Background: an optimization exercise with open tools, aiming at small area, a short achievable clock period and few clock cycles. Do not read the settings as production practice.
In this exercise RTL edits were held to simulation tests only and were not proved equivalent to the original.
Power figures rest on the tool's default switching activity, not on a simulated workload.

==> 07-06 <==
==> flow/design.v <==
`timescale 1ns/1ns
`default_nettype none
package doom_pkg;
  localparam int ADDR_W      = 32;
  localparam int MEM_DATA_W  = 8;
  localparam int VGA_DATA_W  = 16;
  localparam int HOST_DATA_W = 32;
  localparam int HPS_ADDR_W  = 3;
  localparam int NUM_PARAMS  = 8;
  localparam int PAL_ENTRIES = 256;
  localparam int PAL_BYTES   = 768;
  localparam int PAL_IDX_W   = 8;
  localparam int PAL_BYTE_W  = 10;   
  localparam int COLOR_W     = 24;
  localparam int COUNT_W     = 16;   
  localparam logic [7:0] PHASE_STEP  = 8'd1;
  localparam logic [7:0] PHASE_START = 8'd249;
  localparam int FIFO_AW     = 3;    
  localparam int FIFO_DEPTH  = 8;    
  localparam int PARAM_SRC   = 1;
  localparam int PARAM_COUNT = 2;
  typedef enum logic [1:0] {
    WAITING,
    PALETTE,
    UPDATE,
    RESET
  } state_t;
  typedef enum logic [31:0] {
    CMD_SET_PALETTE   = 32'd1,
    CMD_FINISH_UPDATE = 32'd2,
    CMD_RESET         = 32'd3
  } cmd_t;
endpackage
`default_nettype wire
`timescale 1ns/1ns
`default_nettype none
module palette_ram (
  input  logic                             clk,
  input  logic                             wr0,
  input  logic                             wr1,
  input  logic [doom_pkg::VGA_DATA_W-1:0]  wdata,
  input  logic [doom_pkg::PAL_IDX_W-1:0]   raddr,
  output logic [doom_pkg::VGA_DATA_W-1:0]  rdata
);
  localparam int W = doom_pkg::VGA_DATA_W;
  localparam int N = doom_pkg::PAL_ENTRIES;
  logic [N*W-1:0] ring;
  logic [N*W-1:0] perm;
  always_ff @(posedge clk) begin
    ring <= {ring[(N-1)*W-1:0], ring[N*W-1:(N-1)*W]};
    if (wr0) ring[0 +: W]       <= wdata;
    if (wr1) ring[(N/2)*W +: W] <= wdata;
  end
  for (genvar j = 0; j < N; j++) begin : g_perm
    assign perm[j*W +: W] = ring[(((N - j) % N) * W) +: W];
  end
  logic [7:0] sel_lo;
  logic [31:0] sel_hi;
  logic [32*W-1:0] grp;
  for (genvar k = 0; k < 8; k++) begin : g_sel_lo
    assign sel_lo[k] = (raddr[2:0] == k[2:0]);
  end
  for (genvar k = 0; k < 32; k++) begin : g_sel_hi
    assign sel_hi[k] = (raddr[7:3] == k[4:0]);
  end
  always_comb begin
    grp = '0;
    for (int g = 0; g < 32; g++)
      for (int k = 0; k < 8; k++)
        grp[g*W +: W] = grp[g*W +: W] | (perm[(8*g+k)*W +: W] & {W{sel_lo[k]}});
    rdata = '0;
    for (int g = 0; g < 32; g++) rdata = rdata | (grp[g*W +: W] & {W{sel_hi[g]}});
  end
endmodule
`default_nettype wire
`timescale 1ns/1ns
`default_nettype none
module palette_loader (
  input  logic                               clk,
  input  logic                               rst,
  input  logic                               start,
  input  logic                               rd_done,
  input  logic [doom_pkg::MEM_DATA_W-1:0]    rdata,
  input  logic [doom_pkg::PAL_IDX_W-1:0]     phase,    
  output logic                               wr0,
  output logic                               wr1,
  output logic [doom_pkg::VGA_DATA_W-1:0]    wdata,
  output logic                               done,
  output logic                               rd_ok     
);
  logic [1:0]                       ph;      
  logic [4:0]                       red;
  logic [5:0]                       green;
  logic                             pv;      
  logic [doom_pkg::PAL_IDX_W-1:0]   entry;   
  logic [doom_pkg::PAL_IDX_W-1:0]   phase1, tslot;
  logic                             wr, m0;
  logic [1:0]                       ph_n;
  assign tslot  = {entry[5:0], entry[7:6]};
  assign wr     = pv && (phase[6:0] == tslot[6:0]);
  assign wr0    = wr && (phase[7] == tslot[7]);
  assign wr1    = wr && (phase[7] != tslot[7]);
  assign done   = wr && (entry == '1);
  assign phase1 = phase + doom_pkg::PHASE_STEP;
  assign m0     = (phase1[6:0] == tslot[6:0]);
  assign ph_n   = rd_done ? ((ph == 2'd2) ? 2'd0 : ph + 2'd1) : ph;
  assign rd_ok  = (ph_n != 2'd2) || !pv || wr || m0;
  always_ff @(posedge clk) begin
    if (rst) begin
      pv <= 1'b0;
    end else if (start) begin
      pv <= 1'b0;
    end else begin
      pv <= (rd_done && ph == 2'd2) || (pv && !wr);
    end
  end
  always_ff @(posedge clk) begin
    if (start) begin
      ph    <= 2'd0;
      entry <= '0;
    end else begin
      ph <= ph_n;
      if (wr) entry <= entry + 1'b1;
    end
    if (rd_done && ph == 2'd0) red   <= rdata[7:3];
    if (rd_done && ph == 2'd1) green <= rdata[7:2];
    if (rd_done && ph == 2'd2) wdata <= {red, green, rdata[7:3]};
  end
endmodule
`default_nettype wire
`timescale 1ns/1ns
`default_nettype none
module frame_updater (
  input  logic                               clk,
  input  logic                               rst,
  input  logic                               start,
  input  logic                               push,
  input  logic [doom_pkg::MEM_DATA_W-1:0]    rdata,
  input  logic [doom_pkg::PAL_IDX_W-1:0]     phase,    
  input  logic [doom_pkg::COUNT_W-1:0]       count,
  output logic                               rd_ok,    
  output logic                               done,     
  output logic [doom_pkg::PAL_IDX_W-1:0]     pal_raddr,
  input  logic [doom_pkg::VGA_DATA_W-1:0]    pal_rdata,
  input  logic                               vga_waitrequest,
  output logic                               vga_write,
  output logic [doom_pkg::VGA_DATA_W-1:0]    vga_writedata,
  output logic [doom_pkg::COUNT_W-1:0]       w_idx
);
  localparam int D  = doom_pkg::FIFO_DEPTH;
  localparam int PW = doom_pkg::FIFO_AW;
  logic [doom_pkg::PAL_IDX_W-1:0] fifo [D];
  logic [PW-1:0]                  wp, rp;
  logic [PW:0]                    n, n_n;
  logic                           jv, out_free, wr_done, adv, pop;
  logic [doom_pkg::COUNT_W-1:0]   w_inc;
  assign out_free = !vga_write || !vga_waitrequest;
  assign wr_done  = vga_write && !vga_waitrequest;
  assign adv      = jv && out_free;
  assign pop      = (n != '0) && (!jv || adv);
  assign n_n      = n + (PW+1)'(push) - (PW+1)'(pop);
  assign rd_ok    = (n_n < (PW+1)'(D));
  assign w_inc    = w_idx + 1'b1;
  assign done     = wr_done && (w_inc == count);
  always_ff @(posedge clk) begin
    if (push) fifo[wp] <= rdata;
  end
  always_ff @(posedge clk) begin
    if (rst) begin
      wp        <= '0;
      rp        <= '0;
      n         <= '0;
      jv        <= 1'b0;
      vga_write <= 1'b0;
    end else begin
      if (push) wp <= wp + 1'b1;
      if (pop)  rp <= rp + 1'b1;
      n         <= n_n;
      jv        <= pop || (jv && !adv);
      vga_write <= adv || (vga_write && !wr_done);
    end
  end
  always_ff @(posedge clk) begin
    pal_raddr <= pop ? {fifo[rp][5:0], fifo[rp][7:6]} - phase : pal_raddr - doom_pkg::PHASE_STEP;
    if (adv) vga_writedata <= pal_rdata;
    if (start) w_idx <= '0;
    else if (wr_done) w_idx <= w_inc;
  end
endmodule
`default_nettype wire
`timescale 1ns/1ns
`default_nettype none
module doom_fpga (
  input  logic                                clk,
  input  logic                                main_rst,
  output logic [doom_pkg::ADDR_W-1:0]         mem_address,
  output logic                                mem_read,
  output logic                                mem_write,
  output logic [doom_pkg::MEM_DATA_W-1:0]     mem_writedata,
  input  logic [doom_pkg::MEM_DATA_W-1:0]     mem_readdata,
  input  logic                                mem_waitrequest,
  output logic [doom_pkg::ADDR_W-1:0]         vga_address,
  output logic                                vga_write,
  output logic [doom_pkg::VGA_DATA_W-1:0]     vga_writedata,
  input  logic                                vga_waitrequest,
  input  logic [doom_pkg::HPS_ADDR_W-1:0]     hps_address,
  input  logic                                hps_read,
  input  logic                                hps_write,
  input  logic [doom_pkg::HOST_DATA_W-1:0]    hps_writedata,
  output logic [doom_pkg::HOST_DATA_W-1:0]    hps_readdata,
  output logic                                hps_waitrequest
);
  logic [doom_pkg::HOST_DATA_W-1:0] params [doom_pkg::NUM_PARAMS];
  logic                             rst;       
  logic                             busy;      
  logic                             upd;       
  logic                             rd;        
  logic [doom_pkg::COUNT_W-1:0]     f_left;    
  logic [doom_pkg::ADDR_W-1:0]      addr;      
  logic [doom_pkg::PAL_IDX_W-1:0]   phase;     
  logic                             acc, go_pal, go_upd, rd_done;
  logic [doom_pkg::COUNT_W-1:0]     count, f_dec;
  logic                             more;
  logic                             pal_wr0, pal_wr1, pal_done, pal_ok;
  logic [doom_pkg::VGA_DATA_W-1:0]  pal_wdata;
  logic [doom_pkg::PAL_IDX_W-1:0]   pal_raddr;
  logic [doom_pkg::VGA_DATA_W-1:0]  pal_rdata;
  logic                             upd_done, upd_ok;
  logic [doom_pkg::COUNT_W-1:0]     w_idx;
  assign rst    = main_rst || (hps_write && hps_address == '0 && hps_writedata == doom_pkg::CMD_RESET);
  assign acc    = hps_write && !busy;
  assign go_pal = !rst && acc && hps_address == '0 && hps_writedata == doom_pkg::CMD_SET_PALETTE;
  assign go_upd = !rst && acc && hps_address == '0 && hps_writedata == doom_pkg::CMD_FINISH_UPDATE;
  assign hps_waitrequest = busy;
  assign hps_readdata    = params[hps_address];    
  always_ff @(posedge clk) begin
    if (acc) params[hps_address] <= hps_writedata;
  end
  assign count         = params[doom_pkg::PARAM_COUNT][doom_pkg::COUNT_W-1:0];
  assign rd_done       = rd && !mem_waitrequest;
  assign mem_read      = rd;
  assign mem_address   = addr;
  assign mem_write     = 1'b0;
  assign mem_writedata = '0;
  assign f_dec = f_left - 1'b1;
  assign more  = rd_done ? (f_dec != '0) : (f_left != '0);
  always_ff @(posedge clk) begin
    if (rst) begin
      busy <= 1'b0;
      rd   <= 1'b0;
    end else if (go_pal || go_upd) begin
      busy <= 1'b1;
      rd   <= go_pal || (count != '0);
    end else if (busy) begin
      if (upd ? (count == '0 || upd_done) : pal_done) begin
        busy <= 1'b0;
        rd   <= 1'b0;
      end else begin
        rd   <= more && (upd ? upd_ok : pal_ok);
      end
    end
  end
  always_ff @(posedge clk) begin
    if (go_pal || go_upd) begin
      upd    <= go_upd;
      f_left <= go_pal ? doom_pkg::COUNT_W'(doom_pkg::PAL_BYTES) : count;
      addr   <= params[doom_pkg::PARAM_SRC];
    end else if (rd_done) begin
      f_left <= f_dec;
      addr   <= addr + 1'b1;
    end
  end
  always_ff @(posedge clk) begin
    if (go_pal) phase <= doom_pkg::PHASE_START;
    else        phase <= phase + doom_pkg::PHASE_STEP;
  end
  palette_loader palette_loader_i (
    .clk      (clk),
    .rst      (rst),
    .start    (go_pal),
    .rd_done  (rd_done && !upd),
    .rdata    (mem_readdata),
    .phase    (phase),
    .wr0      (pal_wr0),
    .wr1      (pal_wr1),
    .wdata    (pal_wdata),
    .done     (pal_done),
    .rd_ok    (pal_ok)
  );
  frame_updater frame_updater_i (
    .clk             (clk),
    .rst             (rst),
    .start           (go_upd),
    .push            (rd_done && upd),
    .rdata           (mem_readdata),
    .phase           (phase),
    .count           (count),
    .rd_ok           (upd_ok),
    .done            (upd_done),
    .pal_raddr       (pal_raddr),
    .pal_rdata       (pal_rdata),
    .vga_waitrequest (vga_waitrequest),
    .vga_write       (vga_write),
    .vga_writedata   (vga_writedata),
    .w_idx           (w_idx)
  );
  assign vga_address = doom_pkg::ADDR_W'(w_idx);
  palette_ram palette_ram_i (
    .clk   (clk),
    .wr0   (pal_wr0),
    .wr1   (pal_wr1),
    .wdata (pal_wdata),
    .raddr (pal_raddr),
    .rdata (pal_rdata)
  );
endmodule
`default_nettype wire
==> flow/run.sh <==
#!/bin/bash
# synth_recipe.tcl (not shown) runs the flow's synth.tcl, then flattens the netlist and writes it again
# the make line also repeats each setting of config.mk as NAME=value (left out here)
make -C /OpenROAD-flow-scripts/flow DESIGN_CONFIG=/design/flow/config.mk WORK_HOME=/design/flow/orfs CLKGATE_MAP_FILE= SYNTH_SCRIPT=/design/flow/synth_recipe.tcl finish
==> flow/config.mk <==
export PLATFORM = sky130hd
export DESIGN_NAME = doom_fpga
export DESIGN_NICKNAME = doom_fpga
export VERILOG_FILES = /design/flow/design.v
export SDC_FILE = /design/flow/constraint.sdc
export NUM_CORES = 4
export LEC_CHECK = 0
export ABC_CLOCK_PERIOD_IN_PS = 4500
export CAP_MARGIN = 20
export CORE_MARGIN = 2
export CORE_UTILIZATION = 62
export CTS_CLUSTER_DIAMETER = 120
export CTS_CLUSTER_SIZE = 25
export SETUP_SLACK_MARGIN = 3.8
export SLEW_MARGIN = 20
export SYNTH_MEMORY_MAX_BITS = 8192
==> flow/constraint.sdc <==
create_clock -name core_clock -period 8.0 [get_ports {clk}]
set_input_delay 1.6000 -clock core_clock [delete_from_list [all_inputs] [get_ports {clk}]]
set_output_delay 1.6000 -clock core_clock [all_outputs]
set_load 0.01 [all_outputs]
==> 04-26: changes against 07-06 <==
==> flow/config.mk (replaced) <==
export PLATFORM = sky130hd
export DESIGN_NAME = doom_fpga
export DESIGN_NICKNAME = doom_fpga
export VERILOG_FILES = /design/flow/design.v
export SDC_FILE = /design/flow/constraint.sdc
export NUM_CORES = 4
export LEC_CHECK = 0
export CAP_MARGIN = 20
export CORE_MARGIN = 2
export CORE_UTILIZATION = 55
export CTS_CLUSTER_DIAMETER = 120
export CTS_CLUSTER_SIZE = 25
export SETUP_SLACK_MARGIN = 3.65
export SLEW_MARGIN = 20
export SYNTH_MEMORY_MAX_BITS = 8192
==> summary of the runs <==
In 07-06 the first-iteration DRC count is larger than in 04-26, by 17%.
In clock power, 04-26 and 07-06 hardly differ.
Between 07-06 and 04-26, the lower final area is in 04-26 (gap about 0.23%, measured against 04-26).
Of 07-06 and 04-26, 07-06 has the higher non-clock buffer count (gap 22).
In synthesized cell count, 04-26 and 07-06 do not differ.
Utilization: 04-26 is lower than 07-06 (7.7 points).
Count of clock-buffer cells in the layout: 07-06 is higher than 04-26 (15).
Sequential power is about the same in 04-26 and 07-06.
Testbench counts of 07-06, summed over its fixed seeds: cycles 1,344,832.
Testbench counts of 04-26, summed over its fixed seeds: cycles 1,344,832.

-- afterwards: timing with drivers on the ports --
Ports are ideal in the flow. The routed layouts listed here were re-timed in OpenROAD. Step 1: set_driving_cell puts a clkbuf_16 on clk and a buf_2 on each other input, an assumption about the parent block. Step 2 times the ports against the registers' clock, not the clock port: input delays grow and output delays shrink by t, the midpoint of the rising clock arrivals with the driver on. Slacks: no drivers / after step 1 / after step 2; pairs: no drivers / after step 1.
run | t, ns | setup slack, ns | worst hold slack (ns) | clock arrival spread, ns | pins driven straight from the clock port
07-06 | 0.957 | 3.594 / 3.428 / 2.966 | 0.327 / 0.327 / 0.327 | 0.041 / 0.042 | 1
04-26 | 0.970 | 3.603 / 3.517 / 2.907 | 0.339 / 0.339 / 0.339 | 0.035 / 0.035 | 1
After both steps setup and hold are still met in every run listed. For 04-26, which loses most, drivers alone change the setup slack by -0.086 ns; drivers and shift together by -0.696 ns.
